What follows belongs to an exercise in optimizing a design on an open flow for small area, a short achievable clock period and few clock cycles; a production flow would make more cautious choices.
Where RTL was checked, it was by simulation tests only, not by an equivalence proof against the original.
Only the layout flow was run in runs 3 to 5; the RTL was not checked for function there.
No activity file was given, so power comes from the tool's default toggle rates.

`flow/run.sh`:
```
#!/bin/bash
# synth_recipe.tcl (not shown) runs the flow's synth.tcl, then flattens the netlist and writes it again
# the make line also repeats each setting of config.mk as NAME=value (left out here)
make -C /OpenROAD-flow-scripts/flow DESIGN_CONFIG=/design/flow/config.mk WORK_HOME=/design/flow/orfs CLKGATE_MAP_FILE= SYNTH_SCRIPT=/design/flow/synth_recipe.tcl finish
```
`flow/config.mk`:
```
export PLATFORM = sky130hd
export DESIGN_NAME = histTop
export DESIGN_NICKNAME = histTop
export VERILOG_FILES = /design/flow/design.v
export SDC_FILE = /design/flow/constraint.sdc
export NUM_CORES = 4
export LEC_CHECK = 0
export CAP_MARGIN = 20
export CORE_MARGIN = 2
export CORE_UTILIZATION = 40
export SLEW_MARGIN = 20
```
`flow/constraint.sdc`:
```
create_clock -name core_clock -period 4.2 [get_ports {clk}]
set_input_delay 0.8400 -clock core_clock [delete_from_list [all_inputs] [get_ports {clk}]]
set_output_delay 0.8400 -clock core_clock [all_outputs]
set_load 0.01 [all_outputs]
```
`flow/design.v`:
```
package histPkg;
    localparam int BIN_WIDTH = 6;
    localparam int COUNT_WIDTH = 8;
    localparam int HITS_PER_FRAME = 200;
endpackage
module histTop #(
    parameter int BIN_WIDTH = histPkg::BIN_WIDTH,
    parameter int COUNT_WIDTH = histPkg::COUNT_WIDTH,
    parameter int HITS_PER_FRAME = histPkg::HITS_PER_FRAME
) (
    input  logic                   clk,
    input  logic                   res,
    input  logic                   start,
    input  logic                   hitValid,
    input  logic [BIN_WIDTH-1:0]   hitBin,
    output logic                   busy,
    output logic                   collecting,
    output logic                   peakValid,
    output logic [BIN_WIDTH-1:0]   peakBin,
    output logic [COUNT_WIDTH-1:0] peakCount
);
    localparam int BINS = 2 ** BIN_WIDTH;
    localparam int HIT_COUNT_WIDTH = $clog2(HITS_PER_FRAME + 1);
    localparam logic [HIT_COUNT_WIDTH-1:0] LAST_HIT = HIT_COUNT_WIDTH'(HITS_PER_FRAME - 1);
    localparam int LO_WIDTH = 5;
    localparam int HI_WIDTH = COUNT_WIDTH - LO_WIDTH;
    localparam int SLOTS = HITS_PER_FRAME / (2 ** LO_WIDTH);
    logic startAcc;
    logic hitAccept;
    logic lastHit;
    logic [HIT_COUNT_WIDTH-1:0] hitCount;
    logic clr;
    logic                 v1;
    logic                 last1;
    logic [BIN_WIDTH-1:0] bin1;
    logic                   v2;
    logic                   last2;
    logic [BIN_WIDTH-1:0]   bin2;
    logic [LO_WIDTH-1:0]    lo2;
    logic [HI_WIDTH-1:0]    hi2;
    logic [SLOTS-1:0]       match2;
    logic                   same2;
    logic [COUNT_WIDTH-1:0] fwdCnt;
    logic [COUNT_WIDTH-1:0] maxCntM1;
    logic [BIN_WIDTH-1:0]   maxBinN;
    logic [LO_WIDTH-1:0]    lo [BINS];
    logic [SLOTS-1:0]       slotUsed;
    logic [BIN_WIDTH-1:0]   slotBin [SLOTS];
    logic [HI_WIDTH-1:0]    slotHi [SLOTS];
    logic [SLOTS-1:0]       match1;
    logic [HI_WIDTH-1:0]    hi1;
    logic [COUNT_WIDTH-1:0] oldCnt;
    logic [COUNT_WIDTH-1:0] newCnt;
    logic [SLOTS-1:0]       oldSlot;
    logic                   hasSlot;
    logic                   carry;
    logic [SLOTS-1:0]       freeSlot;
    logic [SLOTS-1:0]       slotWr;
    logic [LO_WIDTH-1:0]    loData;
    logic                   upd;
    logic                   done;
    assign startAcc = start && !busy;
    assign hitAccept = hitValid && collecting;
    assign lastHit = hitAccept && (hitCount == LAST_HIT);
    always_ff @(posedge clk or negedge res) begin
        if (!res) begin
            busy <= 1'b0;
            collecting <= 1'b0;
            peakValid <= 1'b0;
            peakBin <= '0;
            peakCount <= '0;
            hitCount <= '0;
            clr <= 1'b0;
            v1 <= 1'b0;
            last1 <= 1'b0;
            v2 <= 1'b0;
            last2 <= 1'b0;
        end else begin
            clr <= startAcc;
            v1 <= hitAccept;
            last1 <= lastHit;
            v2 <= v1;
            last2 <= last1;
            peakValid <= done;
            if (startAcc) begin
                busy <= 1'b1;
            end else if (done) begin
                busy <= 1'b0;
            end
            if (startAcc) begin
                collecting <= 1'b1;
            end else if (lastHit) begin
                collecting <= 1'b0;
            end
            if (startAcc) begin
                hitCount <= '0;
            end else if (hitAccept) begin
                hitCount <= hitCount + 1'b1;
            end
            if (done) begin
                peakBin <= upd ? bin2 : ~maxBinN;
                peakCount <= upd ? newCnt : maxCntM1 + 1'b1;
            end
        end
    end
    always_comb begin
        hi1 = '0;
        for (int s = 0; s < SLOTS; s++) begin
            match1[s] = slotUsed[s] && (slotBin[s] == bin1);
            if (match1[s]) begin
                hi1 = hi1 | slotHi[s];
            end
        end
    end
    always_ff @(posedge clk) begin
        bin1 <= hitBin;
        bin2 <= bin1;
        lo2 <= lo[bin1];
        hi2 <= hi1;
        match2 <= match1;
        same2 <= v2 && (bin2 == bin1);
        fwdCnt <= newCnt;
    end
    assign oldCnt = same2 ? fwdCnt : {hi2, lo2};
    assign oldSlot = match2;
    assign newCnt = oldCnt + 1'b1;
    assign hasSlot = |oldSlot;
    assign carry = &oldCnt[LO_WIDTH-1:0];
    assign freeSlot = slotUsed ^ {slotUsed[SLOTS-2:0], 1'b1};
    assign slotWr = (v2 && carry) ? (hasSlot ? oldSlot : freeSlot) : '0;
    assign upd = v2 && ({oldCnt, ~bin2} >= {maxCntM1, maxBinN});
    assign done = v2 && last2;
    assign loData = clr ? '0 : newCnt[LO_WIDTH-1:0];
    always_ff @(posedge clk) begin
        if (clr) begin
            maxCntM1 <= '0;
            maxBinN <= '0;
        end else if (upd) begin
            maxCntM1 <= oldCnt;
            maxBinN <= ~bin2;
        end
    end
    always_ff @(posedge clk) begin
        if (clr) begin
            slotUsed <= '0;
        end else if (v2 && carry && !hasSlot) begin
            slotUsed <= {slotUsed[SLOTS-2:0], 1'b1};
        end
    end
    for (genvar s = 0; s < SLOTS; s++) begin : gSlot
        always_ff @(posedge clk) begin
            if (slotWr[s]) begin
                slotBin[s] <= bin2;
                slotHi[s] <= newCnt[COUNT_WIDTH-1:LO_WIDTH];
            end
        end
    end
    for (genvar b = 0; b < BINS; b++) begin : gBin
        always_ff @(posedge clk) begin
            if (clr || (v2 && (bin2 == BIN_WIDTH'(b)))) begin
                lo[b] <= loData;
            end
        end
    end
endmodule
```
==> results.py, run 1 <==
metrics = {
    "timing": {
        "setup_viol": 0,
        "period_needed_ns": 3.73,
        "worst_pin_slew_ns": 1.22,
        "tns_ns": 0,
        "finClkSkew_ns": 0.0303,
        "report.final.hold_viol_count": 0,
        "rsz0062_at_grt": "no",
        "slew_viol_final": 0,
        "min_period_over_period_pct": 88.8,
        "fmax_mhz": 268,
        "relSlewSlack_pct": 18.7,
        "timing.final.ws_setup_ns": 0.471,
    },
    "yosys": {
        "yosys.area.top_type_share_pct": 58.6,
        "seq_area_frac_synth_pct": 68.2,
        "synth_seq_cells": 459,
        "synthCells": 1370,
        "yosysTopAreaCell": "edfxtp_1",
        "yosys-top-cells-area": "edfxtp_1, dfxtp_1, dfrtp_1",
        "synth_edf_count": 374,
        "yosysMostFrequentCell": "edfxtp_1",
        "synth_nets": 1398,
        "ys.flop_type": "edfxtp_1",
        "synthesis.area_sq_um": 19200,
        "avgSynthCellArea_sq_um": 14.0,
        "async_reset_ff_share_pct": 6.54,
        "ys_types": 74,
        "ys_warn_count": 4,
        "ys_top_cells_by_count": "edfxtp_1, nand2_1, clkbuf_1",
    },
    "layout": {
        "seq_area_sq_um": 13100,
        "fill_cells": 4165,
        "fin_util_pct": 46.4,
        "syn2layout_area_growth_pct": 15.1,
        "final_area_sq_um": 22100,
        "multi_input_area_sq_um": 5610,
        "insertedDiodeCount": 0,
        "drive_gt1_share_pct": 13.0,
        "finalNetCount": 1440,
    },
    "setup_path": {
        "crit_start": "bin1[1]",
        "critPathArrivalTime_ns": 4.19,
        "worst-endpoint-required_ns": 4.66,
        "criticalPathCategory": "flip-flop to flip-flop",
        "r2r_cells": 7,
        "end_kind": "flip-flop",
        "path_max_fanout": 27,
        "r2r-start": "bin1[1]",
        "start_kind": "flip-flop",
        "regToRegEndpoint": "lo2[3]",
        "r2r_slack_ns": 0.47,
    },
    "clock_network": {
        "clk_pin_slew_ns": 0.07,
        "cts_made_buffers": 50,
        "cts_setup_buffers": 0,
        "cts_resized": 0,
        "clkLatencyLatePin_ns": 0.61,
        "cts_tree": "yes",
        "clock_path_buffers": 3,
        "root_buffer": "clkbuf_16",
        "htreeDepth": 2,
        "holdBufCountCts": 0,
        "clock-sinks": 459,
    },
    "route": {
        "drc": 0,
        "ant_nets": 0,
        "vias": 12850,
        "dr.pass1.iters": 6,
        "routed_via_density": 6.21,
        "drt-initial-drc-count": 2141,
        "wl_per_cell_um": 30.7,
        "wirelength_um": 63500,
    },
    "placed_design": {
        "placed_cell_area_sq_um": 20300,
        "hpwl_um": 42800,
        "gp_congestion": 0.989,
        "pre_cts_ws_ns": 0.643,
        "port-buffer-count": 26,
    },
    "pwr": {
        "power_density_nw_per_um2": 560,
        "vdd_ir_drop_max_mv": 0.329,
        "total_leakage_power_nw": 7.85,
    },
    "global_routing": {
        "grt_pass1_wl_um": 90900,
        "grt_antenna_before_repair": 2,
        "gr-total-overflow": 0,
        "grt_util_all_layers_pct": 25.4,
        "grt_pass1_vias": 12565,
        "grt_max_degree": 65,
    },
    "floorplanning": {
        "row_count": 80,
        "die_w_um": 223,
        "fp.coreArea_sq_um": 47500,
        "die_h_um": 223,
        "start_util_pct": 40.3,
        "ioPinCount": 27,
        "die_area_sq_um": 49700,
    },
    "run": {
        "drv_cap": 0,
    },
    "hold_path": {
        "min_path_type": "primary input to async pin",
    },
    "run_status": {
        "status": "timing/DRC/antenna clean",
    },
}
-- flip-flops by register name, indices dropped and copies added (netlist names), 3 cells and up --
register	cells
lo	320
slotBin	36
slotHi	18
fwdCnt	8
hitCount	8
maxCntM1	8
peakCount	8
bin1	6
bin2	6
match2	6
maxBinN	6
peakBin	6
slotUsed	6
lo2	5
hi2	3
-- final cells by class --
| type | count | share of cell area, % |
|---|---|---|
| inverter | 35 | 0.595 |
| clock inverter | 32 | 1.97 |
| clock buffer | 61 | 5.90 |
| multi-input combinational | 780 | 25.4 |
| tap | 615 | 3.49 |
| sequential | 459 | 59.3 |
| timing repair buffer | 86 | 3.31 |
-- cell usage in the layout (no fill, tap or decap), types with 26 or more instances in the layout --
cell       count
nand2_1       60
dfrtp_1       29
mux2i_1       39
edfxtp_1     374
buf_4         58
a22o_1        28
a21o_1        48
xor2_1        26
xnor2_1       37
dfxtp_1       49
clkbuf_16     50
nor2_1        47
a22oi_1       34
a21oi_1       55
o21ai_0       39
nand3_1       42
inv_1         33
-- logic make-up (layout without fill, tap and decap cells) --
group                      count (synthesis)  count (layout)  synth area share (%)
DFF                                      459             459                  68.2
AOI/OAI and AO/OA                        352             352                  13.4
and+or+nand+nor                          285             285                  8.05
buffers and inverters                    131             214                  2.90
xor gates and xnor gates                  63              63                  2.88
muxes                                     62              62                  3.39
adders and majority gates                 18              18                  1.17
-- critical path, stage by stage, from the launching register on --
cell and delay [ns]:
dfxtp_2 0.75, buf_4 0.40, nor4b_2 0.09, buf_4 0.22
a221oi_1 1.03, nor3_1 0.09, a2111oi_1 0.80, a31oi_1 0.17
-- report_power, final --
part | switching (mW) | leakage [nW] | total [mW] | internal [mW]
Clock | 1.87 | 0.849 | 4.66 | 2.78
Sequential | 0.261 | 4.27 | 5.87 | 5.61
Combinational | 1.24 | 2.74 | 1.83 | 0.588
-- worst max-delay path by stage --
stage / endpoint / slack, ns / cells past startpoint
after floorplan: lo[0][4] / 0.45 / 7
after global placement: lo2[3] / 0.63 / 7
after detailed placement: lo2[3] / 0.64 / 7
after CTS: lo2[3] / 0.64 / 7
after global routing: maxBinN[5] / 0.52 / 9
final: lo2[3] / 0.47 / 7
-- through the flow --
step                power (mW)  hold WS (ns)  instances
floorplan                 6.98         0.326       1370
global placement          7.74         0.333       1975
detailed placement        7.76         0.337       1975
CTS                       12.4         0.350       2068
global route              12.7         0.242       2068
finish                    12.4         0.204       2068
-- routing by layer --
metal  share of wire [%]  track usage [%]  wire [um]  vias to the layer above
met5               0.036                0         23                        -
met4                 5.5             12.2       3490                        4
met3                  11             6.64       7160                      207
met2                  44             38.1      27600                      857
met1                  40             34.3      25100                     6366
li1                    -                -          -                     5416
Testbench counts, summed over its fixed seeds: cycles 55,492.
==> run 2, diff against run 1 <==
--- a/flow/config.mk
+++ b/flow/config.mk
@@ -8,4 +8,5 @@
 export CAP_MARGIN = 20
 export CORE_MARGIN = 2
 export CORE_UTILIZATION = 40
+export SETUP_SLACK_MARGIN = 1.6
 export SLEW_MARGIN = 20
==> run 2 against run 1 <==
Effect of this change: synthesized cell count stayed put; still clean on timing, DRC and antenna; clock power about the same; total power grew 1.9%.
==> results.py, run 2 <==
metrics = {
    "clock_network": {
        "clkLatencyLatePin_ns": 0.61,
        "clock-sinks": 459,
        "clk_pin_slew_ns": 0.07,
        "holdBufCountCts": 0,
        "cts_tree": "yes",
        "cts_made_buffers": 48,
        "clock_path_buffers": 3,
        "htreeDepth": 2,
        "root_buffer": "clkbuf_16",
    },
    "timing": {
        "fmax_mhz": 380,
        "finClkSkew_ns": 0.0335,
        "relSlewSlack_pct": 27.0,
        "rsz0062_at_grt": "yes",
        "tns_ns": 0,
        "period_needed_ns": 2.63,
        "slew_viol_final": 0,
        "report.final.hold_viol_count": 0,
        "timing.final.ws_setup_ns": 1.57,
        "setup_viol": 0,
        "min_period_over_period_pct": 62.6,
        "worst_pin_slew_ns": 1.09,
    },
    "yosys": {
        "synthCells": 1370,
        "muxShareOfSynthArea_pct": 3.39,
        "synth-simple-area-share_pct": 8.05,
        "synth_seq_cells": 459,
        "yosysTopAreaCell": "edfxtp_1",
        "ys_top_cells_by_count": "edfxtp_1, nand2_1, clkbuf_1",
        "yosys.area.top_type_share_pct": 58.6,
        "synth_xor_area_share_pct": 2.88,
        "yosysMostFrequentCell": "edfxtp_1",
        "avgSynthCellArea_sq_um": 14.0,
        "async_reset_ff_share_pct": 6.54,
        "ys_warn_count": 4,
        "synthAdderAreaFrac_pct": 1.17,
        "ys.flop_type": "edfxtp_1",
        "seq_area_frac_synth_pct": 68.2,
        "synth_nets": 1398,
        "yosys-top-cells-area": "edfxtp_1, dfxtp_1, dfrtp_1",
        "synth_edf_count": 374,
        "synth_compound_area_share_pct": 13.4,
        "synth_top_family_by_area": "compound AO/OA/AOI/OAI gates",
        "synthesis.area_sq_um": 19200,
        "ys_types": 74,
    },
    "setup_path": {
        "worst-endpoint-required_ns": 4.68,
        "path_max_fanout": 20,
        "start_kind": "flip-flop",
        "critPathArrivalTime_ns": 3.11,
        "criticalPathCategory": "flip-flop to flip-flop",
        "end_kind": "flip-flop",
    },
    "route": {
        "dr.pass1.iters": 6,
        "routed_via_density": 6.25,
        "drc": 0,
        "drt-initial-drc-count": 2039,
        "ant_nets": 0,
        "wl_per_cell_um": 30.6,
        "vias": 13110,
        "wirelength_um": 64100,
    },
    "floorplanning": {
        "row_count": 80,
        "die_h_um": 223,
        "die_w_um": 223,
        "start_util_pct": 40.3,
        "fp.coreArea_sq_um": 47500,
        "die_area_sq_um": 49700,
        "ioPinCount": 27,
    },
    "layout": {
        "finalNetCount": 1470,
        "top_regs": "lo x320, slotBin x36, slotHi x18",
        "layout_common_cells": "edfxtp_1, buf_4, nand2_1, a21oi_1, clkbuf_16",
        "final_common_cell": "edfxtp_1",
        "multi_input_area_sq_um": 5880,
        "fill_cells": 4072,
        "drive_gt1_share_pct": 17.6,
        "seq_area_sq_um": 13100,
        "insertedDiodeCount": 0,
        "largest_register": "lo",
        "syn2layout_area_growth_pct": 18.3,
        "largest_register_ffs": 320,
    },
    "global_routing": {
        "grt_pass1_wl_um": 90500,
        "grt_util_all_layers_pct": 25.5,
        "grt_max_degree": 65,
        "gr-total-overflow": 0,
        "grt_pass1_vias": 12578,
        "grt_antenna_before_repair": 1,
    },
    "placed_design": {
        "port-buffer-count": 26,
        "pre_cts_ws_ns": 0.934,
        "gp_congestion": 1.00,
        "hpwl_um": 42000,
    },
    "hold_path": {
        "min_path_type": "flip-flop to flip-flop",
    },
    "run": {
        "drv_cap": 0,
    },
    "pwr": {
        "vdd_ir_drop_max_mv": 0.333,
        "power_density_nw_per_um2": 555,
        "total_leakage_power_nw": 8.11,
    },
    "run_status": {
        "status": "timing/DRC/antenna clean",
    },
}
[run 2: final timing paths]
kind,slack [ns],startpoint,cells after the start,to
hold reg to reg,0.36,v1,0,v2
hold / removal,0.36,v1,0,v2
max in group asynchronous,3.27,res,2,clr
setup / recovery,1.57,bin1[0],8,lo2[0]
setup reg to reg,1.57,bin1[0],8,lo2[0]
min in group asynchronous,0.63,res,2,hitCount[2]
[run 2: where the power goes]
| part | switching (mW) | internal [mW] |
|---|---|---|
| registers | 0.268 | 5.61 |
| logic | 1.34 | 0.739 |
| clock network | 1.89 | 2.76 |
| total | 3.49 | 9.10 |
[run 2: cell families (layout without fill, tap and decap cells)]
logic type	count (synthesis)	count (layout)
flops	459	459
compound gates	352	353
simple gates	285	287
buf+inv	131	240
xor+xnor	63	63
mux	62	62
fa+ha+maj	18	18
[run 2: metrics by stage]
| step | area [sq um] | util (%) | instances | power (mW) | hold slack [ns] |
|---|---|---|---|---|---|
| after floorplan | 19200 | - | 1370 | 6.99 | 0.326 |
| after global placement | 20400 | 42.8 | 1977 | 7.71 | 0.335 |
| after detailed placement | 20400 | 42.8 | 1977 | 7.74 | 0.342 |
| after CTS | 22400 | 47.1 | 2082 | 12.4 | 0.360 |
| after global routing | 22700 | 47.7 | 2097 | 13.0 | 0.370 |
| final | 22700 | 47.7 | 2097 | 12.6 | 0.357 |
[run 2: area by class of cell]
type / count / share of cell area (%)
Clock inverter: 33 / 1.77
Tap cell: 615 / 3.39
Inverter: 35 / 0.579
Sequential cell: 459 / 57.8
Multi-Input combinational cell: 783 / 25.9
Timing Repair Buffer: 115 / 4.71
Clock buffer: 57 / 5.82
[run 2: worst max-delay path, cell delays in order, from the launching register on]
cell and delay [ns]:
dfxtp_4 0.39, buf_12 0.14, buf_6 0.17, nor3b_1 0.70
a32o_1 0.27, a222oi_1 0.12, a21oi_1 0.27, a21o_1 0.11
o32a_1 0.32
[run 2: repair_timing]
item	in CTS	in global routing
gates resized for setup	38	45
hold endpoints to repair	0	0
gates cloned	4	3
pin swaps	5	4
endpoints found under the setup margin	352	204
buffers inserted	11	12
[run 2: per-layer routing]
| layer | track usage, % | routed length, um | vias to the layer above |
|---|---|---|---|
| met4 | 13.7 | 3620 | 2 |
| li1 | - | - | 5506 |
| met1 | 34.7 | 25100 | 6478 |
| met3 | 5.19 | 7020 | 186 |
| met5 | 0 | 13 | - |
| met2 | 38.4 | 28300 | 938 |
==> run 3, diff against run 2 <==
--- a/flow/design.v
+++ b/flow/design.v
@@ -69,14 +69,11 @@
             peakValid <= 1'b0;
             peakBin <= '0;
             peakCount <= '0;
-            hitCount <= '0;
-            clr <= 1'b0;
             v1 <= 1'b0;
             last1 <= 1'b0;
             v2 <= 1'b0;
             last2 <= 1'b0;
         end else begin
-            clr <= startAcc;
             v1 <= hitAccept;
             last1 <= lastHit;
             v2 <= v1;
@@ -92,11 +89,6 @@
             end else if (lastHit) begin
                 collecting <= 1'b0;
             end
-            if (startAcc) begin
-                hitCount <= '0;
-            end else if (hitAccept) begin
-                hitCount <= hitCount + 1'b1;
-            end
             if (done) begin
                 peakBin <= upd ? bin2 : ~maxBinN;
                 peakCount <= upd ? newCnt : maxCntM1 + 1'b1;
@@ -110,6 +102,14 @@
             if (match1[s]) begin
                 hi1 = hi1 | slotHi[s];
             end
+        end
+    end
+    always_ff @(posedge clk) begin
+        clr <= startAcc;
+        if (startAcc) begin
+            hitCount <= '0;
+        end else if (hitAccept) begin
+            hitCount <= hitCount + 1'b1;
         end
     end
     always_ff @(posedge clk) begin
@@ -148,10 +148,25 @@
         end
     end
     for (genvar s = 0; s < SLOTS; s++) begin : gSlot
+        localparam int HW = $clog2((HITS_PER_FRAME - s * (2 ** LO_WIDTH)) / (2 ** LO_WIDTH) + 1);
         always_ff @(posedge clk) begin
             if (slotWr[s]) begin
                 slotBin[s] <= bin2;
-                slotHi[s] <= newCnt[COUNT_WIDTH-1:LO_WIDTH];
+            end
+        end
+        if (HW < HI_WIDTH) begin : gNarrow
+            logic [HW-1:0] hiQ;
+            always_ff @(posedge clk) begin
+                if (slotWr[s]) begin
+                    hiQ <= newCnt[LO_WIDTH +: HW];
+                end
+            end
+            assign slotHi[s] = HI_WIDTH'(hiQ);
+        end else begin : gFull
+            always_ff @(posedge clk) begin
+                if (slotWr[s]) begin
+                    slotHi[s] <= newCnt[COUNT_WIDTH-1:LO_WIDTH];
+                end
             end
         end
     end
--- a/flow/config.mk
+++ b/flow/config.mk
@@ -5,8 +5,9 @@
 export SDC_FILE = /design/flow/constraint.sdc
 export NUM_CORES = 4
 export LEC_CHECK = 0
+export ABC_CLOCK_PERIOD_IN_PS = 1900
 export CAP_MARGIN = 20
 export CORE_MARGIN = 2
-export CORE_UTILIZATION = 40
-export SETUP_SLACK_MARGIN = 1.6
+export CORE_UTILIZATION = 55
+export SETUP_SLACK_MARGIN = 2.3
 export SLEW_MARGIN = 20
==> run 3 against run 2 <==
Effect of this change: hold slack worse by 0.15 ns; cell area up 14%; setup slack better by 0.012 ns; critical path depth up 3; clock-buffer cell count up 2; highest routed layer is now met4.
==> results.py, run 3 <==
metrics = {
    "run_status": {
        "status": "timing/DRC/antenna clean",
    },
    "pwr": {
        "switching_share_pct": 29.2,
        "switching_power_mw": 4.07,
        "total_leakage_power_nw": 9.56,
        "combPwrFrac_pct": 26.7,
        "p_int_mw": 9.86,
        "pwr-share-seq_pct": 41.9,
        "power_density_nw_per_um2": 540,
        "vdd_ir_drop_max_mv": 0.398,
        "p_clk_share_pct": 31.4,
    },
    "placed_design": {
        "place_inst": 1842,
        "hpwl_um": 44000,
        "gp_congestion": 1.13,
        "port-buffer-count": 26,
    },
    "global_routing": {
        "gr-total-overflow": 0,
        "grt_max_degree": 46,
        "grt_pass1_vias": 14239,
        "grt_util_all_layers_pct": 41.8,
        "grt_pass1_wl_um": 105000,
        "grt_antenna_before_repair": 0,
    },
    "clock_network": {
        "clkLatencyLatePin_ns": 0.61,
        "cts_made_buffers": 48,
        "htreeDepth": 2,
        "root_buffer": "clkbuf_16",
        "clk_pin_slew_ns": 0.06,
        "holdBufCountCts": 0,
        "clock_path_buffers": 3,
        "clock-sinks": 455,
        "cts_tree": "yes",
    },
    "floorplanning": {
        "start_util_pct": 55.5,
        "die_h_um": 190,
        "fp.coreArea_sq_um": 34400,
        "die_area_sq_um": 36200,
        "ioPinCount": 27,
        "die_w_um": 190,
        "row_count": 68,
    },
    "timing": {
        "tns_ns": 0,
        "setup_viol": 0,
        "period_needed_ns": 2.62,
        "slew_viol_final": 0,
        "fmax_mhz": 382,
        "relSlewSlack_pct": 38.7,
        "min_period_over_period_pct": 62.3,
        "finClkSkew_ns": 0.0399,
        "report.final.hold_viol_count": 0,
        "rsz0062_at_grt": "yes",
        "worst_pin_slew_ns": 0.918,
    },
    "route": {
        "wl_per_cell_um": 35.7,
        "vias": 14877,
        "routed_via_density": 7.00,
        "dr.pass1.iters": 9,
        "wirelength_um": 75800,
        "drt-initial-drc-count": 2690,
        "ant_nets": 0,
        "drc": 0,
    },
    "yosys": {
        "avgSynthCellArea_sq_um": 13.8,
        "ys.flop_type": "edfxtp_1",
        "yosysMostFrequentCell": "edfxtp_1",
        "synth_nets": 1410,
        "ys_types": 77,
        "synth_edf_count": 370,
        "yosys.area.top_type_share_pct": 58.3,
        "seq_area_frac_synth_pct": 67.8,
        "ys_warn_count": 7,
        "yosys-top-cells-area": "edfxtp_1, dfxtp_1, dfrtp_1",
        "async_reset_ff_share_pct": 4.62,
        "synth_seq_cells": 455,
        "yosysTopAreaCell": "edfxtp_1",
        "ys_top_cells_by_count": "edfxtp_1, nor2_1, nand2_1",
        "synthesis.area_sq_um": 19100,
        "synthCells": 1382,
    },
    "setup_path": {
        "start_kind": "flip-flop",
        "path_max_fanout": 8,
        "worst-endpoint-required_ns": 4.65,
        "criticalPathCategory": "flip-flop to flip-flop",
        "end_kind": "flip-flop",
        "critPathArrivalTime_ns": 3.07,
    },
    "layout": {
        "top_regs": "lo x320, slotBin x36, slotHi x9",
        "largest_register_ffs": 320,
        "final_common_cell": "edfxtp_1",
        "fin_cells": 2126,
        "drive_gt1_share_pct": 36.2,
        "insertedDiodeCount": 0,
        "layout_common_cells": "edfxtp_1, buf_4, nand2_1, dfxtp_1",
        "fill_cells": 2134,
        "largest_register": "lo",
        "finalNetCount": 1661,
        "syn2layout_area_growth_pct": 35.3,
    },
    "hold_path": {
        "min_path_type": "primary input to async pin",
    },
    "run": {
        "drv_cap": 0,
    },
}
==> run 3: changes by cell type after synthesis, moves of 7 or more <==
| cell | previous run | this run |
|---|---|---|
| o22ai_1 | 4 | 11 |
| dfxtp_1 | 55 | 64 |
| clkbuf_1 | 58 | 43 |
| a221oi_1 | 20 | 10 |
| dfrtp_1 | 30 | 21 |
| a211oi_1 | 21 | 8 |
| a31oi_1 | 8 | 17 |
| a211oi_2 | 0 | 9 |
| nand3_1 | 42 | 51 |
| nor2_1 | 49 | 74 |
| nand2_1 | 60 | 72 |
| o21ai_0 | 39 | 28 |
==> run 3: final timing paths <==
path	slack [ns]	startpoint	depth (start not counted)	end
setup / recovery	1.58	same2	11	peakBin[5]
hold / removal	0.21	res	1	collecting
setup reg to reg	1.58	same2	11	peakBin[5]
hold reg to reg	0.41	last1	0	last2
max in group asynchronous	3.57	res	1	v2
min in group core_clock	0.41	last1	0	last2
==> run 3: logic make-up (layout without fill, tap and decap cells) <==
| kind of cell | Yosys count | count (layout) | synth area share (%) |
|---|---|---|---|
| xor gates and xnor gates | 65 | 65 | 2.99 |
| buffers and inverters | 122 | 406 | 2.89 |
| DFF | 455 | 455 | 67.8 |
| adders and majority gates | 18 | 18 | 1.18 |
| AOI/OAI and AO/OA | 349 | 351 | 13.6 |
| and+or+nand+nor | 311 | 314 | 8.07 |
| muxes | 62 | 62 | 3.48 |
==> run 3: cell type report <==
cell class              instances  area (sq um)  area share, %
repair buffers                284          3450           13.4
flip-flops and latches        455         13000           50.2
clock inverters                29           342           1.32
inverters                      34           140          0.543
multi-input cells             810          7060           27.4
clock buffers                  59          1270           4.93
well taps                     455           569           2.21
==> run 3: worst max-delay path, stage by stage, from the launching register on <==
cell and delay (ns):
dfxtp_4 0.35, buf_12 0.15, buf_12 0.13, mux2_4 0.34, ha_4 0.23, a21o_1 0.15
a21o_1 0.18, a21oi_4 0.26, o221ai_4 0.21, buf_6 0.20, mux2i_2 0.20, a21oi_1 0.09
==> run 3: timing repair <==
action | 4_1_cts | 5_1_grt
resized for setup | 355 | 86
endpoints found under the setup margin | 739 | 659
hold endpoints to repair | 0 | 0
setup buffers | 130 | 34
gates cloned | 27 | 5
pin swaps | 69 | 54
==> run 3: metrics by stage <==
step	cell area [sq um]	total power [mW]	hold WS, ns	setup WS, ns	util, %
floorplan	19400	7.15	0.326	1.87	-
detailed placement	20300	7.87	0.358	0.945	59.0
global route	25800	14.2	0.261	1.49	75.0
CTS	25000	13.4	0.398	1.68	72.7
finish	25800	13.9	0.210	1.58	75.0
global placement	20300	7.82	0.355	1.02	58.9
==> run 3: routing by layer <==
metal  GRT usage (%)  up-vias  part of all wire, %  wire length [um]
met3            11.8      398                   13              9890
met2            62.8     1284                   44             33100
met4            29.2        0                  9.1              6880
li1                -     5880                    -                 -
met5           0.824        -                    0                 0
met1            52.6     7315                   34             26000
==> run 3: power groups by stage <==
stage / combinational (mW) / sequential [mW] / clock [mW]
2_1_floorplan: 1.36 / 5.79 / 0
3_3_place_gp: 1.89 / 5.93 / 0
3_5_place_dp: 1.95 / 5.93 / 0
4_1_cts: 3.23 / 5.81 / 4.39
5_1_grt: 3.82 / 5.87 / 4.57
6_report: 3.71 / 5.84 / 4.38
==> run 4, diff against run 3 <==
==> flow/config.mk (replaced) <==
export PLATFORM = sky130hd
export DESIGN_NAME = histTop
export DESIGN_NICKNAME = histTop
export VERILOG_FILES = /design/flow/design.v
export SDC_FILE = /design/flow/constraint.sdc
export NUM_CORES = 4
export LEC_CHECK = 0
export CAP_MARGIN = 20
export CORE_MARGIN = 2
export CORE_UTILIZATION = 40
export SETUP_SLACK_MARGIN = 2.2
export SLEW_MARGIN = 20
==> run 4 against run 3 <==
Effect of this change: clock-buffer cell count is 3 lower; wire length is 1.5% higher; hold slack better by 0.14 ns; register-to-register slack worse by 0.09 ns; die area is 37% higher.
==> results.py, run 4 <==
metrics = {
    "run_status": {
        "status": "timing/DRC/antenna clean",
    },
    "timing": {
        "report.final.hold_viol_count": 0,
        "slew_viol_final": 0,
        "worst_pin_slew_ns": 0.996,
        "fmax_mhz": 370,
        "period_needed_ns": 2.71,
        "rsz0062_at_grt": "yes",
        "finClkSkew_ns": 0.0247,
        "relSlewSlack_pct": 33.4,
        "hold_slack_ns": 0.347,
        "setup_viol": 0,
        "timing.final.ws_setup_ns": 1.49,
        "min_period_over_period_pct": 64.4,
        "tns_ns": 0,
    },
    "yosys": {
        "ys_warn_count": 7,
        "ys_types": 77,
        "async_reset_ff_share_pct": 4.62,
        "synth-simple-area-share_pct": 8.07,
        "synthAdderAreaFrac_pct": 1.18,
        "synth_compound_area_share_pct": 13.6,
        "yosys.area.top_type_share_pct": 58.3,
        "muxShareOfSynthArea_pct": 3.48,
        "synth_top_family_by_area": "compound AO/OA/AOI/OAI gates",
        "yosys-top-cells-area": "edfxtp_1, dfxtp_1, dfrtp_1",
        "seq_area_frac_synth_pct": 67.8,
        "synth_xor_area_share_pct": 2.99,
        "synth_nets": 1410,
        "avgSynthCellArea_sq_um": 13.8,
        "ys.flop_type": "edfxtp_1",
        "ys_top_cells_by_count": "edfxtp_1, nor2_1, nand2_1",
        "synth_edf_count": 370,
        "synth_seq_cells": 455,
        "synthCells": 1382,
        "synthesis.area_sq_um": 19100,
        "yosysMostFrequentCell": "edfxtp_1",
        "yosysTopAreaCell": "edfxtp_1",
    },
    "global_routing": {
        "grt_pass1_vias": 13892,
        "gr-total-overflow": 0,
        "grt_util_all_layers_pct": 29.5,
        "grt_max_degree": 78,
        "grt_pass1_wl_um": 103000,
        "grt_antenna_before_repair": 4,
    },
    "setup_path": {
        "criticalPathCategory": "flip-flop to flip-flop",
        "end_kind": "flip-flop",
        "crit_chain": "buf_4 -> buf_8 -> a21oi_4 -> inv_1 -> ha_1 -> nand4_1 -> nor2_2 -> o21ai_2 -> o221ai_4 -> buf_12 -> buf_6 -> clkbuf_16 -> nor3_2 -> a221o_1",
        "regToRegEndpoint": "peakCount[3]",
        "critPathArrivalTime_ns": 3.19,
        "worst-endpoint-required_ns": 4.69,
        "r2r_slack_ns": 1.49,
        "r2r_cells": 14,
        "critPathMaxStageDelay_ns": 0.37,
        "cp_top_family": "buffers and inverters",
        "cp_num_buf_inv": 6,
        "start_kind": "flip-flop",
        "slowest_stage": "dfxtp_4",
        "r2r-start": "same2",
        "path_max_fanout": 6,
    },
    "floorplanning": {
        "start_util_pct": 40.8,
        "die_h_um": 222,
        "die_area_sq_um": 49400,
        "row_count": 79,
        "die_w_um": 222,
        "ioPinCount": 27,
        "fp.coreArea_sq_um": 46800,
    },
    "pwr": {
        "pwr-share-seq_pct": 41.2,
        "total_power_mw": 14.2,
        "combPwrFrac_pct": 27.2,
        "switching_share_pct": 29.4,
        "power_density_nw_per_um2": 551,
        "vdd_ir_drop_max_mv": 0.368,
        "p_int_mw": 10.0,
        "total_leakage_power_nw": 9.39,
        "switching_power_mw": 4.16,
        "p_clk_share_pct": 31.7,
    },
    "clock_network": {
        "cts_tree": "yes",
        "holdBufCountCts": 0,
        "htreeDepth": 2,
        "clock-sinks": 455,
        "clk_pin_slew_ns": 0.07,
        "cts_made_buffers": 48,
        "clkLatencyLatePin_ns": 0.61,
        "root_buffer": "clkbuf_16",
        "clock_path_buffers": 3,
    },
    "route": {
        "vias": 14614,
        "dr.pass1.iters": 8,
        "wirelength_um": 77000,
        "wl_per_cell_um": 34.3,
        "routed_via_density": 6.52,
        "drc": 0,
        "drt-initial-drc-count": 2595,
        "ant_nets": 0,
    },
    "layout": {
        "drive_gt1_share_pct": 34.6,
        "largest_register": "lo",
        "syn2layout_area_growth_pct": 34.9,
        "fin_cells": 2243,
        "largest_register_ffs": 320,
        "final_common_cell": "edfxtp_1",
        "seq_area_sq_um": 13000,
        "top_regs": "lo x320, slotBin x36, slotHi x9",
        "multi_input_area_sq_um": 6890,
        "final_area_sq_um": 25700,
        "finalNetCount": 1626,
        "fin_util_pct": 55.0,
        "fill_cells": 3688,
        "layout_common_cells": "edfxtp_1, buf_4, nand2_1, clkbuf_16, dfxtp_1",
    },
    "placed_design": {
        "placed_cell_area_sq_um": 20300,
        "pre_cts_ws_ns": 0.924,
        "port-buffer-count": 26,
        "gp_congestion": 1.00,
        "place_inst": 1977,
        "hpwl_um": 43500,
    },
    "hold_path": {
        "hold_depth": 0,
        "min_from": "v1",
        "min_path_type": "flip-flop to flip-flop",
        "whs_endpoint": "v2",
    },
    "run": {
        "drv_cap": 0,
    },
}
==> run 4: cell counts after synthesis <==
Identical to the previous run, type by type.
==> run 4: metal layers <==
layer | GRT usage [%] | wire length, um | up-vias
met2 | 43.1 | 32300 | 1219
li1 | - | - | 5810
met5 | 0.0978 | 88 | -
met4 | 20.2 | 6780 | 6
met1 | 37.8 | 27300 | 7203
met3 | 8.81 | 10500 | 376
==> run 4: layout make-up <==
cell class / instances / area share [%]
repair buffers: 251 / 12.9
inverters: 34 / 0.535
flip-flops and latches: 455 / 50.4
clock inverters: 31 / 1.34
diodes: 1 / 0.00973
clock buffers: 56 / 5.11
well taps: 607 / 2.95
multi-input cells: 808 / 26.8
==> run 4: timing repair <==
item	4_1_cts	5_1_grt
endpoints found under the setup margin	719	576
pin swaps	45	63
setup buffers	96	43
cloned	26	13
gates resized for setup	282	134
hold endpoints to repair	0	0
==> run 4: power by group through the flow <==
stage | Sequential [mW] | Clock (mW) | Combinational, mW
2_1_floorplan | 5.79 | 0 | 1.31
3_3_place_gp | 5.92 | 0 | 1.83
3_5_place_dp | 5.92 | 0 | 1.87
4_1_cts | 5.82 | 4.51 | 3.05
5_1_grt | 5.86 | 4.69 | 3.94
6_report | 5.83 | 4.49 | 3.85
==> run 4: kinds of logic (layout without fill, tap and decap cells) <==
logic type	after synthesis	count (layout)
adder cells (fa/ha/maj)	18	18
multiplexers	62	62
buffers and inverters	122	372
AO/OA/AOI/OAI	349	349
XOR/XNOR	65	65
flip-flops	455	455
other	0	1
AND/OR/NAND/NOR	311	314
==> run 4: worst register-to-register path, cell delays in order (launching register included) <==
cell and delay [ns]:
dfxtp_4 0.37, buf_4 0.14, buf_8 0.13, a21oi_4 0.14
inv_1 0.11, ha_1 0.31, nand4_1 0.19, nor2_2 0.20
o21ai_2 0.09, o221ai_4 0.19, buf_12 0.16, buf_6 0.10
clkbuf_16 0.14, nor3_2 0.04, a221o_1 0.28
==> run 4: worst max path at each step <==
stage / from / end / slack [ns] / cells after the start
after floorplan: same2 / lo[0][4] / 1.87 / 6
after global placement: bin1[0] / lo2[0] / 0.88 / 7
after detailed placement: bin1[0] / lo2[0] / 0.92 / 7
after CTS: same2 / peakCount[5] / 1.61 / 11
after global routing: same2 / peakCount[3] / 1.39 / 14
final: same2 / peakCount[3] / 1.49 / 14
==> run 5, diff against run 4 <==
--- a/flow/design.v
+++ b/flow/design.v
@@ -30,9 +30,13 @@
     logic lastHit;
     logic [HIT_COUNT_WIDTH-1:0] hitCount;
     logic clr;
+    localparam int LO_SEL = BIN_WIDTH / 2;
+    localparam int HI_SEL = BIN_WIDTH - LO_SEL;
     logic                 v1;
     logic                 last1;
     logic [BIN_WIDTH-1:0] bin1;
+    logic [2**LO_SEL-1:0] selLo1;
+    logic [2**HI_SEL-1:0] selHi1;
     logic                   v2;
     logic                   last2;
     logic [BIN_WIDTH-1:0]   bin2;
@@ -49,8 +53,10 @@
     logic [HI_WIDTH-1:0]    slotHi [SLOTS];
     logic [SLOTS-1:0]       match1;
     logic [HI_WIDTH-1:0]    hi1;
+    logic [LO_WIDTH-1:0]    lo1;
     logic [COUNT_WIDTH-1:0] oldCnt;
     logic [COUNT_WIDTH-1:0] newCnt;
+    logic [COUNT_WIDTH-1:0] cnt2;
     logic [SLOTS-1:0]       oldSlot;
     logic                   hasSlot;
     logic                   carry;
@@ -112,23 +118,42 @@
             hitCount <= hitCount + 1'b1;
         end
     end
+    always_comb begin
+        logic [LO_WIDTH-1:0] part;
+        lo1 = '0;
+        for (int h = 0; h < 2 ** HI_SEL; h++) begin
+            part = '0;
+            for (int l = 0; l < 2 ** LO_SEL; l++) begin
+                part = part | ({LO_WIDTH{selLo1[l]}} & lo[h * (2 ** LO_SEL) + l]);
+            end
+            lo1 = lo1 | ({LO_WIDTH{selHi1[h]}} & part);
+        end
+    end
     always_ff @(posedge clk) begin
         bin1 <= hitBin;
+        for (int l = 0; l < 2 ** LO_SEL; l++) begin
+            selLo1[l] <= (hitBin[LO_SEL-1:0] == LO_SEL'(l));
+        end
+        for (int h = 0; h < 2 ** HI_SEL; h++) begin
+            selHi1[h] <= (hitBin[BIN_WIDTH-1:LO_SEL] == HI_SEL'(h));
+        end
         bin2 <= bin1;
-        lo2 <= lo[bin1];
+        lo2 <= lo1;
         hi2 <= hi1;
         match2 <= match1;
         same2 <= v2 && (bin2 == bin1);
         fwdCnt <= newCnt;
     end
-    assign oldCnt = same2 ? fwdCnt : {hi2, lo2};
+    assign cnt2 = {hi2, lo2};
+    assign oldCnt = same2 ? fwdCnt : cnt2;
     assign oldSlot = match2;
-    assign newCnt = oldCnt + 1'b1;
+    assign newCnt = same2 ? fwdCnt + 1'b1 : cnt2 + 1'b1;
     assign hasSlot = |oldSlot;
-    assign carry = &oldCnt[LO_WIDTH-1:0];
+    assign carry = same2 ? &fwdCnt[LO_WIDTH-1:0] : &lo2;
     assign freeSlot = slotUsed ^ {slotUsed[SLOTS-2:0], 1'b1};
     assign slotWr = (v2 && carry) ? (hasSlot ? oldSlot : freeSlot) : '0;
-    assign upd = v2 && ({oldCnt, ~bin2} >= {maxCntM1, maxBinN});
+    assign upd = v2 && (same2 ? ({fwdCnt, ~bin2} >= {maxCntM1, maxBinN})
+                              : ({cnt2, ~bin2} >= {maxCntM1, maxBinN}));
     assign done = v2 && last2;
     assign loData = clr ? '0 : newCnt[LO_WIDTH-1:0];
     always_ff @(posedge clk) begin
--- a/flow/config.mk
+++ b/flow/config.mk
@@ -8,5 +8,5 @@
 export CAP_MARGIN = 20
 export CORE_MARGIN = 2
 export CORE_UTILIZATION = 40
-export SETUP_SLACK_MARGIN = 2.2
+export SETUP_SLACK_MARGIN = 2.0
 export SLEW_MARGIN = 20
==> run 5 against run 4 <==
Effect of this change: cell area decreased by 12%; die area decreased by 3.6%; synthesized area decreased by 3.6%; total power decreased by 11%; cell count decreased by 13%; critical path type unchanged.
==> results.py, run 5 <==
metrics = {
    "yosys": {
        "avgSynthCellArea_sq_um": 15.0,
        "synth_nets": 1263,
        "yosysTopAreaCell": "edfxtp_1",
        "seq_area_frac_synth_pct": 72.1,
        "async_reset_ff_share_pct": 4.46,
        "yosysMostFrequentCell": "edfxtp_1",
        "ys_warn_count": 7,
        "synthesis.area_sq_um": 18400,
        "ys_top_cells_by_count": "edfxtp_1, a22oi_1, dfxtp_1",
        "synth_seq_cells": 471,
        "ys.flop_type": "edfxtp_1",
        "yosys-top-cells-area": "edfxtp_1, dfxtp_1, a22oi_1",
        "synthCells": 1228,
        "ys_types": 54,
        "synth_edf_count": 370,
        "yosys.area.top_type_share_pct": 60.5,
    },
    "setup_path": {
        "critPathArrivalTime_ns": 2.87,
        "criticalPathCategory": "flip-flop to flip-flop",
        "end_kind": "flip-flop",
        "path_max_fanout": 7,
        "start_kind": "flip-flop",
        "crit_chain": "inv_6 -> ha_4 -> nand4_1 -> or2_4 -> o311ai_4 -> buf_4 -> buf_6 -> buf_16 -> a31oi_2 -> a211oi_2",
        "critPathMaxStageDelay_ns": 0.37,
        "slowest_stage": "dfxtp_4",
        "worst-endpoint-required_ns": 4.70,
    },
    "route": {
        "wl_met1_um": 20900,
        "wl_met2_um": 24000,
        "dr.pass1.iters": 5,
        "wirelength_um": 50000,
        "drt-initial-drc-count": 1189,
        "ant_nets": 0,
        "top_layer": "met5",
        "routed_via_density": 5.91,
        "vias": 11550,
        "wl_met3_um": 3720,
        "wl_per_cell_um": 25.6,
        "drc": 0,
    },
    "layout": {
        "largest_register_ffs": 320,
        "syn2layout_area_growth_pct": 22.7,
        "largest_register": "lo",
        "final_common_cell": "edfxtp_1",
        "drive_gt1_share_pct": 23.0,
        "finalNetCount": 1355,
        "insertedDiodeCount": 0,
        "top_regs": "lo x320, slotBin x36, slotHi x9",
        "layout_common_cells": "edfxtp_1, a22oi_1, nand4_1, buf_4, dfxtp_1",
    },
    "timing": {
        "relSlewSlack_pct": 34.8,
        "period_needed_ns": 2.37,
        "setup_viol": 0,
        "slew_viol_final": 0,
        "worst_pin_slew_ns": 0.968,
        "min_period_over_period_pct": 56.4,
        "finClkSkew_ns": 0.0254,
        "fmax_mhz": 422,
        "report.final.hold_viol_count": 0,
        "rsz0062_at_grt": "yes",
        "tns_ns": 0,
        "hold_slack_ns": 0.233,
    },
    "global_routing": {
        "grt_max_degree": 93,
        "grt_pass1_vias": 11353,
        "grt_antenna_before_repair": 0,
        "grt_util_all_layers_pct": 20.9,
        "gr-total-overflow": 0,
        "grt_pass1_wl_um": 73400,
    },
    "clock_network": {
        "clock-sinks": 471,
        "cts_made_buffers": 49,
        "cts_tree": "yes",
        "clock_path_buffers": 3,
        "clk_pin_slew_ns": 0.07,
        "htreeDepth": 2,
        "root_buffer": "clkbuf_16",
        "clkLatencyLatePin_ns": 0.59,
    },
    "floorplanning": {
        "row_count": 78,
        "fp.coreArea_sq_um": 45400,
        "die_w_um": 218,
        "ioPinCount": 27,
        "start_util_pct": 40.5,
        "die_area_sq_um": 47600,
        "die_h_um": 218,
    },
    "placed_design": {
        "gp_congestion": 0.839,
        "hpwl_um": 28200,
        "port-buffer-count": 26,
    },
    "run": {
        "drv_cap": 0,
    },
    "run_status": {
        "status": "timing/DRC/antenna clean",
    },
    "pwr": {
        "vdd_ir_drop_max_mv": 0.365,
        "power_density_nw_per_um2": 559,
        "total_leakage_power_nw": 7.86,
    },
    "hold_path": {
        "min_path_type": "primary input to async pin",
    },
}
[run 5: changes by cell type after synthesis, moves of 23 or more]
cell / change
nor2_1: -27
mux2i_1: -23
nand4_1: +43
a22o_1: -29
nand3_1: -30
nand2_1: -47
buf_2: -23
a21oi_1: -42
a22oi_1: +147
[run 5: cells by family (layout without fill, tap and decap cells)]
logic type	Yosys count	count (layout)	synth area share (%)
fa+ha+maj	25	25	1.70
flops	471	471	72.1
compound gates	329	330	13.5
simple gates	217	222	6.41
xor+xnor	66	66	3.15
mux	16	16	0.886
buf+inv	104	224	2.31
[run 5: per-layer routing]
| layer | vias to the layer above | global-route usage (%) |
|---|---|---|
| li1 | 5088 | - |
| met1 | 5866 | 28.8 |
| met2 | 505 | 33.9 |
| met3 | 89 | 3.49 |
| met4 | 2 | 6.67 |
| met5 | - | 1.04 |
[run 5: critical path: cells and delay by family, from the launching register on]
family / cells / cell delay [ns]
and+or+nand+nor: 2 / 0.61
AOI/OAI and AO/OA: 3 / 0.57
buffers and inverters: 4 / 0.47
DFF: 1 / 0.37
adders and majority gates: 1 / 0.26
[run 5: repair_timing]
item	in CTS	in global routing
pin swaps	33	41
hold buffers	0	0
resized for setup	147	79
cloned	9	2
buffers inserted	37	18
endpoints found under the hold margin	0	0
setup endpoints to repair	614	342
[run 5: metrics by stage]
| stage | std cells | utilization (%) | power, mW | instance area [sq um] | setup WS, ns |
|---|---|---|---|---|---|
| 6_report | 1954 | 49.6 | 12.6 | 22500 | 1.83 |
| 4_1_cts | 1933 | 48.4 | 12.2 | 21900 | 1.88 |
| 3_5_place_dp | 1802 | 42.7 | 7.41 | 19400 | 1.13 |
| 2_1_floorplan | 1228 | - | 6.82 | 18500 | 1.92 |
| 3_3_place_gp | 1800 | 42.6 | 7.33 | 19300 | 1.24 |
| 5_1_grt | 1954 | 49.6 | 13.0 | 22500 | 1.76 |
[run 5: worst paths after layout]
kind,cells past startpoint,start,end,slack [ns]
worst max-delay path,10,maxCntM1[5],maxBinN[3],1.83
min in group core_clock,0,v1,v2,0.36
worst min register to register,0,v1,v2,0.36
worst min-delay path,1,res,collecting,0.23
max in group asynchronous,1,res,peakCount[3],3.57
worst max register to register,10,maxCntM1[5],maxBinN[3],1.83
[run 5: layout make-up]
cell class	instances	area (sq um)
clock inverter	21	270
tap	600	751
inverter	28	143
sequential	471	13300
multi-input combinational	659	5600
clock buffer	64	1330
timing repair buffer	111	1120
fill	3747	22900
[run 5: power breakdown]
part / switching [mW] / internal [mW]
Sequential: 0.207 / 5.60
Combinational: 1.43 / 1.02
Clock: 1.78 / 2.55
Total: 3.42 / 9.17
==> run 6, diff against run 5 <==
--- a/flow/design.v
+++ b/flow/design.v
@@ -3,6 +3,39 @@
     localparam int COUNT_WIDTH = 8;
     localparam int HITS_PER_FRAME = 200;
 endpackage
+module histGeq #(
+    parameter int W = 14
+) (
+    input  logic [W-1:0] a,
+    input  logic [W-1:0] b,
+    output logic         ge
+);
+    localparam int LEVELS = $clog2(W);
+    localparam int N = 2 ** LEVELS;
+    logic [N-1:0] gt [LEVELS+1];
+    logic [N-1:0] eq [LEVELS+1];
+    for (genvar i = 0; i < N; i++) begin : gLeaf
+        if (i < W) begin : gBit
+            assign gt[0][i] = a[i] & ~b[i];
+            assign eq[0][i] = ~(a[i] ^ b[i]);
+        end else begin : gPad
+            assign gt[0][i] = 1'b0;
+            assign eq[0][i] = 1'b1;
+        end
+    end
+    for (genvar l = 0; l < LEVELS; l++) begin : gLevel
+        for (genvar j = 0; j < N; j++) begin : gNode
+            if (j < (N >> (l + 1))) begin : gUsed
+                assign gt[l+1][j] = gt[l][2*j+1] | (eq[l][2*j+1] & gt[l][2*j]);
+                assign eq[l+1][j] = eq[l][2*j+1] & eq[l][2*j];
+            end else begin : gUnused
+                assign gt[l+1][j] = 1'b0;
+                assign eq[l+1][j] = 1'b0;
+            end
+        end
+    end
+    assign ge = gt[LEVELS][0] | eq[LEVELS][0];
+endmodule
 module histTop #(
     parameter int BIN_WIDTH = histPkg::BIN_WIDTH,
     parameter int COUNT_WIDTH = histPkg::COUNT_WIDTH,
@@ -65,6 +98,26 @@
     logic [LO_WIDTH-1:0]    loData;
     logic                   upd;
     logic                   done;
+    function automatic logic [COUNT_WIDTH-1:0] incr(input logic [COUNT_WIDTH-1:0] x);
+        logic c;
+        c = 1'b1;
+        for (int i = 0; i < COUNT_WIDTH; i++) begin
+            incr[i] = x[i] ^ c;
+            c = c & x[i];
+        end
+    endfunction
+    logic geF;
+    logic geR;
+    histGeq #(.W(COUNT_WIDTH + BIN_WIDTH)) uGeF (
+        .a({fwdCnt, ~bin2}),
+        .b({maxCntM1, maxBinN}),
+        .ge(geF)
+    );
+    histGeq #(.W(COUNT_WIDTH + BIN_WIDTH)) uGeR (
+        .a({cnt2, ~bin2}),
+        .b({maxCntM1, maxBinN}),
+        .ge(geR)
+    );
     assign startAcc = start && !busy;
     assign hitAccept = hitValid && collecting;
     assign lastHit = hitAccept && (hitCount == LAST_HIT);
@@ -97,7 +150,7 @@
             end
             if (done) begin
                 peakBin <= upd ? bin2 : ~maxBinN;
-                peakCount <= upd ? newCnt : maxCntM1 + 1'b1;
+                peakCount <= upd ? newCnt : incr(maxCntM1);
             end
         end
     end
@@ -147,13 +200,12 @@
     assign cnt2 = {hi2, lo2};
     assign oldCnt = same2 ? fwdCnt : cnt2;
     assign oldSlot = match2;
-    assign newCnt = same2 ? fwdCnt + 1'b1 : cnt2 + 1'b1;
+    assign newCnt = same2 ? incr(fwdCnt) : incr(cnt2);
     assign hasSlot = |oldSlot;
     assign carry = same2 ? &fwdCnt[LO_WIDTH-1:0] : &lo2;
     assign freeSlot = slotUsed ^ {slotUsed[SLOTS-2:0], 1'b1};
     assign slotWr = (v2 && carry) ? (hasSlot ? oldSlot : freeSlot) : '0;
-    assign upd = v2 && (same2 ? ({fwdCnt, ~bin2} >= {maxCntM1, maxBinN})
-                              : ({cnt2, ~bin2} >= {maxCntM1, maxBinN}));
+    assign upd = v2 && (same2 ? geF : geR);
     assign done = v2 && last2;
     assign loData = clr ? '0 : newCnt[LO_WIDTH-1:0];
     always_ff @(posedge clk) begin
==> run 6 against run 5 <==
Effect of this change: utilization is 1.4 points lower; cell area is 2.3% lower; die area is 1.0% higher; global-route usage is 0.94 points lower; hold slack worse by 0.0062 ns; critical path depth is 7 lower; clock skew is 0.00098 ns lower; setup slack better by 0.15 ns; combinational power is 12% lower; flip-flop and latch count stayed put; critical path type unchanged; critical endpoint is now lo[62][3]; largest power group unchanged.
==> results.py, run 6 <==
metrics = {
    "clock_network": {
        "clkLatencyLatePin_ns": 0.60,
        "clock_path_buffers": 3,
        "cts_made_buffers": 49,
        "clock-sinks": 471,
        "root_buffer": "clkbuf_16",
        "cts_tree": "yes",
        "holdBufCountCts": 0,
        "htreeDepth": 2,
        "clk_pin_slew_ns": 0.06,
    },
    "timing": {
        "timing.final.ws_setup_ns": 1.98,
        "finClkSkew_ns": 0.0244,
        "report.final.hold_viol_count": 0,
        "setup_viol": 0,
        "min_period_over_period_pct": 52.8,
        "hold_slack_ns": 0.227,
        "tns_ns": 0,
        "relSlewSlack_pct": 39.4,
        "period_needed_ns": 2.22,
        "fmax_mhz": 451,
        "rsz0062_at_grt": "yes",
        "worst_pin_slew_ns": 0.901,
        "slew_viol_final": 0,
    },
    "layout": {
        "fill_cells": 3843,
        "syn2layout_area_growth_pct": 18.6,
        "top_regs": "lo x320, slotBin x36, slotHi x9",
        "drive_gt1_share_pct": 21.7,
        "layout_common_cells": "edfxtp_1, a22oi_1, nand4_1, dfxtp_1, clkbuf_16",
        "largest_register": "lo",
        "finalNetCount": 1341,
        "fin_cells": 1929,
        "final_common_cell": "edfxtp_1",
        "insertedDiodeCount": 0,
        "largest_register_ffs": 320,
    },
    "yosys": {
        "synth_nets": 1281,
        "ys_top_cells_by_count": "edfxtp_1, a22oi_1, dfxtp_1",
        "yosys.area.top_type_share_pct": 59.9,
        "synthCells": 1230,
        "ys_types": 55,
        "ys.flop_type": "edfxtp_1",
        "ys_warn_count": 10,
        "yosysMostFrequentCell": "edfxtp_1",
        "yosysTopAreaCell": "edfxtp_1",
        "async_reset_ff_share_pct": 4.46,
        "synth_edf_count": 370,
        "avgSynthCellArea_sq_um": 15.1,
        "synth_seq_cells": 471,
        "synthesis.area_sq_um": 18600,
        "yosys-top-cells-area": "edfxtp_1, dfxtp_1, a22oi_1",
        "seq_area_frac_synth_pct": 71.3,
    },
    "global_routing": {
        "grt_util_all_layers_pct": 20.0,
        "grt_pass1_vias": 11098,
        "grt_max_degree": 66,
        "grt_pass1_wl_um": 71300,
        "gr-total-overflow": 0,
        "grt_antenna_before_repair": 0,
    },
    "floorplanning": {
        "start_util_pct": 40.7,
        "die_w_um": 219,
        "row_count": 78,
        "fp.coreArea_sq_um": 45600,
        "die_h_um": 219,
        "die_area_sq_um": 48100,
        "ioPinCount": 27,
    },
    "hold_path": {
        "min_path_type": "primary input to async pin",
    },
    "setup_path": {
        "end_kind": "flip-flop",
        "start_kind": "flip-flop",
        "critPathArrivalTime_ns": 2.45,
        "worst-endpoint-required_ns": 4.43,
        "criticalPathCategory": "flip-flop to flip-flop",
        "path_max_fanout": 35,
    },
    "route": {
        "vias": 11351,
        "drt-initial-drc-count": 1205,
        "wirelength_um": 48500,
        "drc": 0,
        "ant_nets": 0,
        "dr.pass1.iters": 5,
        "wl_per_cell_um": 25.2,
        "routed_via_density": 5.88,
    },
    "run": {
        "drv_cap": 0,
    },
    "placed_design": {
        "port-buffer-count": 26,
        "place_inst": 1803,
        "gp_congestion": 0.826,
        "hpwl_um": 29000,
        "pre_cts_ws_ns": 1.11,
    },
    "pwr": {
        "total_leakage_power_nw": 7.77,
        "vdd_ir_drop_max_mv": 0.311,
        "total_power_mw": 12.1,
        "power_density_nw_per_um2": 551,
    },
    "run_status": {
        "status": "timing/DRC/antenna clean",
    },
}
## run 6: cell types whose count changed after synthesis, sizes merged, moves of 5 or more
cell / change
ha: +16
xnor2: -9
a311oi: +14
nand3: -13
nand2: +14
o311ai: -6
mux2: +5
a211oi: -13
o211ai: +7
a21oi: +11
nor2: -12
## run 6: metrics by stage
step,util (%),instance area [sq um]
after detailed placement,42.7,19500
final,48.3,22000
after CTS,47.0,21400
after floorplan,-,18600
after global routing,48.3,22000
after global placement,42.7,19500
## run 6: path summary, 6_finish.rpt
| path | slack, ns | cells past startpoint | startpoint | endpoint |
|---|---|---|---|---|
| max | 1.98 | 3 | v2 | lo[62][3] |
| min | 0.23 | 1 | res | collecting |
| max reg2reg | 1.98 | 3 | v2 | lo[62][3] |
| min reg2reg | 0.35 | 0 | last1 | last2 |
| max in group asynchronous | 3.56 | 1 | res | peakBin[5] |
| min in group core_clock | 0.35 | 0 | last1 | last2 |
## run 6: final cells by class
class | count | area (sq um) | share of cell area (%)
clock buffer | 59 | 1280 | 5.84
clock inverter | 31 | 256 | 1.17
inverter | 25 | 101 | 0.461
multi-input combinational | 663 | 5570 | 25.3
sequential | 471 | 13300 | 60.4
tap | 600 | 751 | 3.41
timing repair buffer | 80 | 754 | 3.43
## run 6: timing repair
action | CTS | global route
endpoints found under the setup margin | 525 | 334
pin swaps | 6 | 18
buffers inserted | 15 | 13
gates cloned | 3 | 5
gates resized for setup | 86 | 91
## run 6: worst max-delay path, cell delays in order, from the launching register on
cell and delay [ns]:
dfrtp_1 0.56, buf_6 0.38, nand3_1 0.39, o21bai_2 0.50
## run 6: routing by layer
layer  vias up  wire length (um)  global-route usage, %
li1       5038                 -                      -
met1      5786             20800                   27.5
met2       456             22800                   31.7
met3        71              3630                   3.67
met4         0              1290                   7.05
met5         -                 0                      0
## run 6: where the power goes
| part | total [mW] | switching [mW] | internal (mW) |
|---|---|---|---|
| clock network | 4.19 | 1.81 | 2.38 |
| registers | 5.78 | 0.191 | 5.59 |
| logic | 2.16 | 1.30 | 0.865 |
## run 6: logic make-up after synthesis
group	synth area share (%)
compound gates	14.0
xor+xnor	2.60
fa+ha+maj	2.76
buf+inv	2.26
flops	71.3
mux	1.13
simple gates	5.90
Testbench counts of run 6, summed over its fixed seeds: cycles 55,492.
==> run 7, diff against run 6 <==
--- a/flow/config.mk
+++ b/flow/config.mk
@@ -8,5 +8,7 @@
 export CAP_MARGIN = 20
 export CORE_MARGIN = 2
 export CORE_UTILIZATION = 40
+export CTS_CLUSTER_DIAMETER = 100
+export CTS_CLUSTER_SIZE = 30
 export SETUP_SLACK_MARGIN = 2.0
 export SLEW_MARGIN = 20
==> run 7 against run 6 <==
Effect of this change: sequential share of layout area is 2.5 points higher; register-to-register slack better by 0.02 ns; cell count is 2.4% lower; sequential power hardly changed; largest power group unchanged; clock skew is 0.027 ns higher; critical path depth is 6 higher; highest routed layer unchanged; non-clock buffer count is 8 higher; setup slack better by 0.021 ns; maximum frequency is 0.95% higher; combinational power hardly changed.
==> results.py, run 7 <==
metrics = {
    "floorplanning": {
        "die_area_sq_um": 48100,
        "fp.coreArea_sq_um": 45600,
        "die_w_um": 219,
        "start_util_pct": 40.7,
        "ioPinCount": 27,
        "die_h_um": 219,
        "row_count": 78,
    },
    "layout": {
        "syn2layout_area_growth_pct": 13.8,
        "largest_register_ffs": 320,
        "finalNetCount": 1320,
        "fin_cells": 1883,
        "insertedDiodeCount": 0,
        "final_common_cell": "edfxtp_1",
        "largest_register": "lo",
        "top_regs": "lo x320, slotBin x36, slotHi x9",
        "drive_gt1_share_pct": 18.8,
        "fin_util_pct": 46.3,
        "layout_common_cells": "edfxtp_1, a22oi_1, nand4_1, dfxtp_1, buf_4",
        "final_area_sq_um": 21100,
    },
    "timing": {
        "report.final.hold_viol_count": 0,
        "fmax_mhz": 455,
        "slew_viol_final": 0,
        "relSlewSlack_pct": 39.0,
        "period_needed_ns": 2.20,
        "rsz0062_at_grt": "yes",
        "min_period_over_period_pct": 52.3,
        "setup_viol": 0,
        "tns_ns": 0,
        "finClkSkew_ns": 0.0515,
        "worst_pin_slew_ns": 0.906,
    },
    "yosys": {
        "synth_compound_area_share_pct": 14.0,
        "synthesis.area_sq_um": 18600,
        "ys_top_cells_by_count": "edfxtp_1, a22oi_1, dfxtp_1",
        "synth_seq_cells": 471,
        "seq_area_frac_synth_pct": 71.3,
        "synth-simple-area-share_pct": 5.90,
        "async_reset_ff_share_pct": 4.46,
        "yosysMostFrequentCell": "edfxtp_1",
        "yosys.area.top_type_share_pct": 59.9,
        "synth_nets": 1281,
        "ys_types": 55,
        "synth_top_family_by_area": "compound AO/OA/AOI/OAI gates",
        "yosysTopAreaCell": "edfxtp_1",
        "muxShareOfSynthArea_pct": 1.13,
        "synth_edf_count": 370,
        "synth_xor_area_share_pct": 2.60,
        "yosys-top-cells-area": "edfxtp_1, dfxtp_1, a22oi_1",
        "synthCells": 1230,
        "avgSynthCellArea_sq_um": 15.1,
        "ys_warn_count": 10,
        "synthAdderAreaFrac_pct": 2.76,
        "ys.flop_type": "edfxtp_1",
    },
    "setup_path": {
        "end_kind": "flip-flop",
        "slowest_stage": "o31a_4",
        "start_kind": "flip-flop",
        "crit_start": "bin2[2]",
        "critPathMaxStageDelay_ns": 0.40,
        "critPathArrivalTime_ns": 2.64,
        "worst-endpoint-required_ns": 4.65,
        "cp_num_buf_inv": 2,
        "r2r_slack_ns": 2.00,
        "cp_top_family": "compound AO/OA/AOI/OAI gates",
        "r2r-start": "bin2[2]",
        "path_max_fanout": 5,
        "criticalPathCategory": "flip-flop to flip-flop",
        "crit_chain": "inv_4 -> ha_4 -> a21oi_2 -> o22ai_2 -> nand3_2 -> o31a_4 -> nor2_4 -> clkbuf_16 -> o211ai_1",
    },
    "clock_network": {
        "htreeDepth": 1,
        "clk_pin_slew_ns": 0.11,
        "clkLatencyLatePin_ns": 0.57,
        "cts_tree": "yes",
        "clock_path_buffers": 3,
        "root_buffer": "clkbuf_16",
        "holdBufCountCts": 0,
        "cts_made_buffers": 20,
        "clock-sinks": 471,
    },
    "route": {
        "drt-initial-drc-count": 1330,
        "ant_nets": 0,
        "dr.pass1.iters": 6,
        "vias": 11048,
        "wirelength_um": 47500,
        "wl_per_cell_um": 25.2,
        "routed_via_density": 5.87,
        "drc": 0,
    },
    "pwr": {
        "power_density_nw_per_um2": 489,
        "switching_share_pct": 28.0,
        "combPwrFrac_pct": 21.1,
        "pwr-share-seq_pct": 55.7,
        "p_int_mw": 7.43,
        "total_leakage_power_nw": 7.36,
        "p_clk_share_pct": 23.1,
        "switching_power_mw": 2.89,
        "vdd_ir_drop_max_mv": 0.321,
    },
    "run_status": {
        "status": "timing/DRC/antenna clean",
    },
    "run": {
        "drv_cap": 0,
    },
    "placed_design": {
        "port-buffer-count": 26,
        "hpwl_um": 29000,
        "gp_congestion": 0.826,
        "place_inst": 1803,
        "placed_cell_area_sq_um": 19500,
    },
    "global_routing": {
        "grt_util_all_layers_pct": 19.4,
        "grt_pass1_vias": 10734,
        "grt_pass1_wl_um": 70100,
        "gr-total-overflow": 0,
        "grt_antenna_before_repair": 0,
        "grt_max_degree": 66,
    },
    "hold_path": {
        "min_path_type": "primary input to async pin",
    },
}
## run 7: cell counts after synthesis
Identical to the previous run, type by type.
## run 7: path summary, 6_finish.rpt
check / endpoint / cells after the start
setup / recovery: peakCount[1] / 9
hold / removal: collecting / 1
setup reg to reg: peakCount[1] / 9
hold reg to reg: last2 / 0
max in group asynchronous: peakCount[0] / 1
min in group core_clock: last2 / 0
## run 7: layout make-up
class / instances / area (sq um)
Clock inverter: 3 / 47.5
Inverter: 25 / 100
Multi-Input combinational cell: 662 / 5520
Sequential cell: 471 / 13300
Timing Repair Buffer: 88 / 832
Tap cell: 600 / 751
Fill cell: 3935 / 24500
Timing Repair inverter: 1 / 7.51
Clock buffer: 33 / 571
## run 7: stage by stage
step | setup slack, ns | power (mW) | hold WS, ns
3_3_place_gp | 1.20 | 7.37 | 0.335
5_1_grt | 1.90 | 10.7 | 0.263
3_5_place_dp | 1.11 | 7.43 | 0.337
2_1_floorplan | 2.01 | 6.89 | 0.329
6_report | 2.00 | 10.3 | 0.247
4_1_cts | 1.78 | 9.94 | 0.252
## run 7: kinds of logic (layout without fill, tap and decap cells)
group,count (synthesis),after routing
fa+ha+maj,41,41
buf+inv,101,150
compound gates,341,341
flops,471,471
mux,20,20
simple gates,201,205
xor+xnor,55,55
## run 7: worst register-to-register path, delay by kind of cell, from the launching register on
family / cells / cell delay (ns)
AO/OA/AOI/OAI: 4 / 0.81
adder cells (fa/ha/maj): 1 / 0.27
flip-flops: 1 / 0.39
AND/OR/NAND/NOR: 2 / 0.36
buffers and inverters: 2 / 0.24
## run 7: power by group through the flow
stage	Clock (mW)	Combinational, mW	Sequential, mW
3_5_place_dp	0	1.57	5.85
5_1_grt	2.58	2.35	5.79
4_1_cts	2.43	1.76	5.74
3_3_place_gp	0	1.53	5.84
2_1_floorplan	0	1.11	5.78
6_report	2.39	2.18	5.75
## run 7: timing repair
| item | in CTS | in global routing |
|---|---|---|
| resized for setup | 92 | 86 |
| gates cloned | 5 | 5 |
| buffers inserted | 19 | 15 |
| pin swaps | 3 | 4 |
| setup endpoints to repair | 574 | 327 |
## run 7: per-layer routing
layer | vias to the layer above | routed length, um | GRT usage, %
met4 | 0 | 1260 | 4.82
met2 | 389 | 22500 | 31.1
met3 | 70 | 3080 | 2.80
li1 | 4953 | - | -
met5 | - | 0 | 0
met1 | 5636 | 20600 | 27.8

static timing again, ports no longer ideal:
The flow's constraints put no driver on any port. The routed layouts listed below were extracted and timed again, unchanged, in two steps. Step 1 assumes that a clkbuf_16 drives the clock port and a buf_2 every other input. Step 2 moves the port delays by t, midway between the first and last clock arrival at a register: inputs arrive t later, outputs are due t later. That takes back most of the time a late clock gives input paths. Slacks: no drivers / after step 1 / after step 2; pairs: no drivers / after step 1.
run	shift t [ns]	slack for setup (ns)	worst slew at a driven data input, ns	cell pins on the clock port's net
run 1	0.647	0.471 / 0.471 / 0.471	0.04	1
run 2	0.646	1.570 / 1.570 / 1.570	0.03	1
run 3	0.649	1.582 / 1.582 / 1.582	0.03	1
run 4	0.651	1.495 / 1.495 / 1.495	0.04	1
run 5	0.633	1.830 / 1.830 / 1.830	0.04	1
run 6	0.649	1.983 / 1.976 / 1.760	0.04	1
run 7	0.599	2.004 / 2.004 / 1.791	0.04	1
After both steps every run listed still meets setup and hold. For run 6, which loses most, drivers alone change the setup slack by -0.007 ns; drivers and shift together by -0.223 ns.
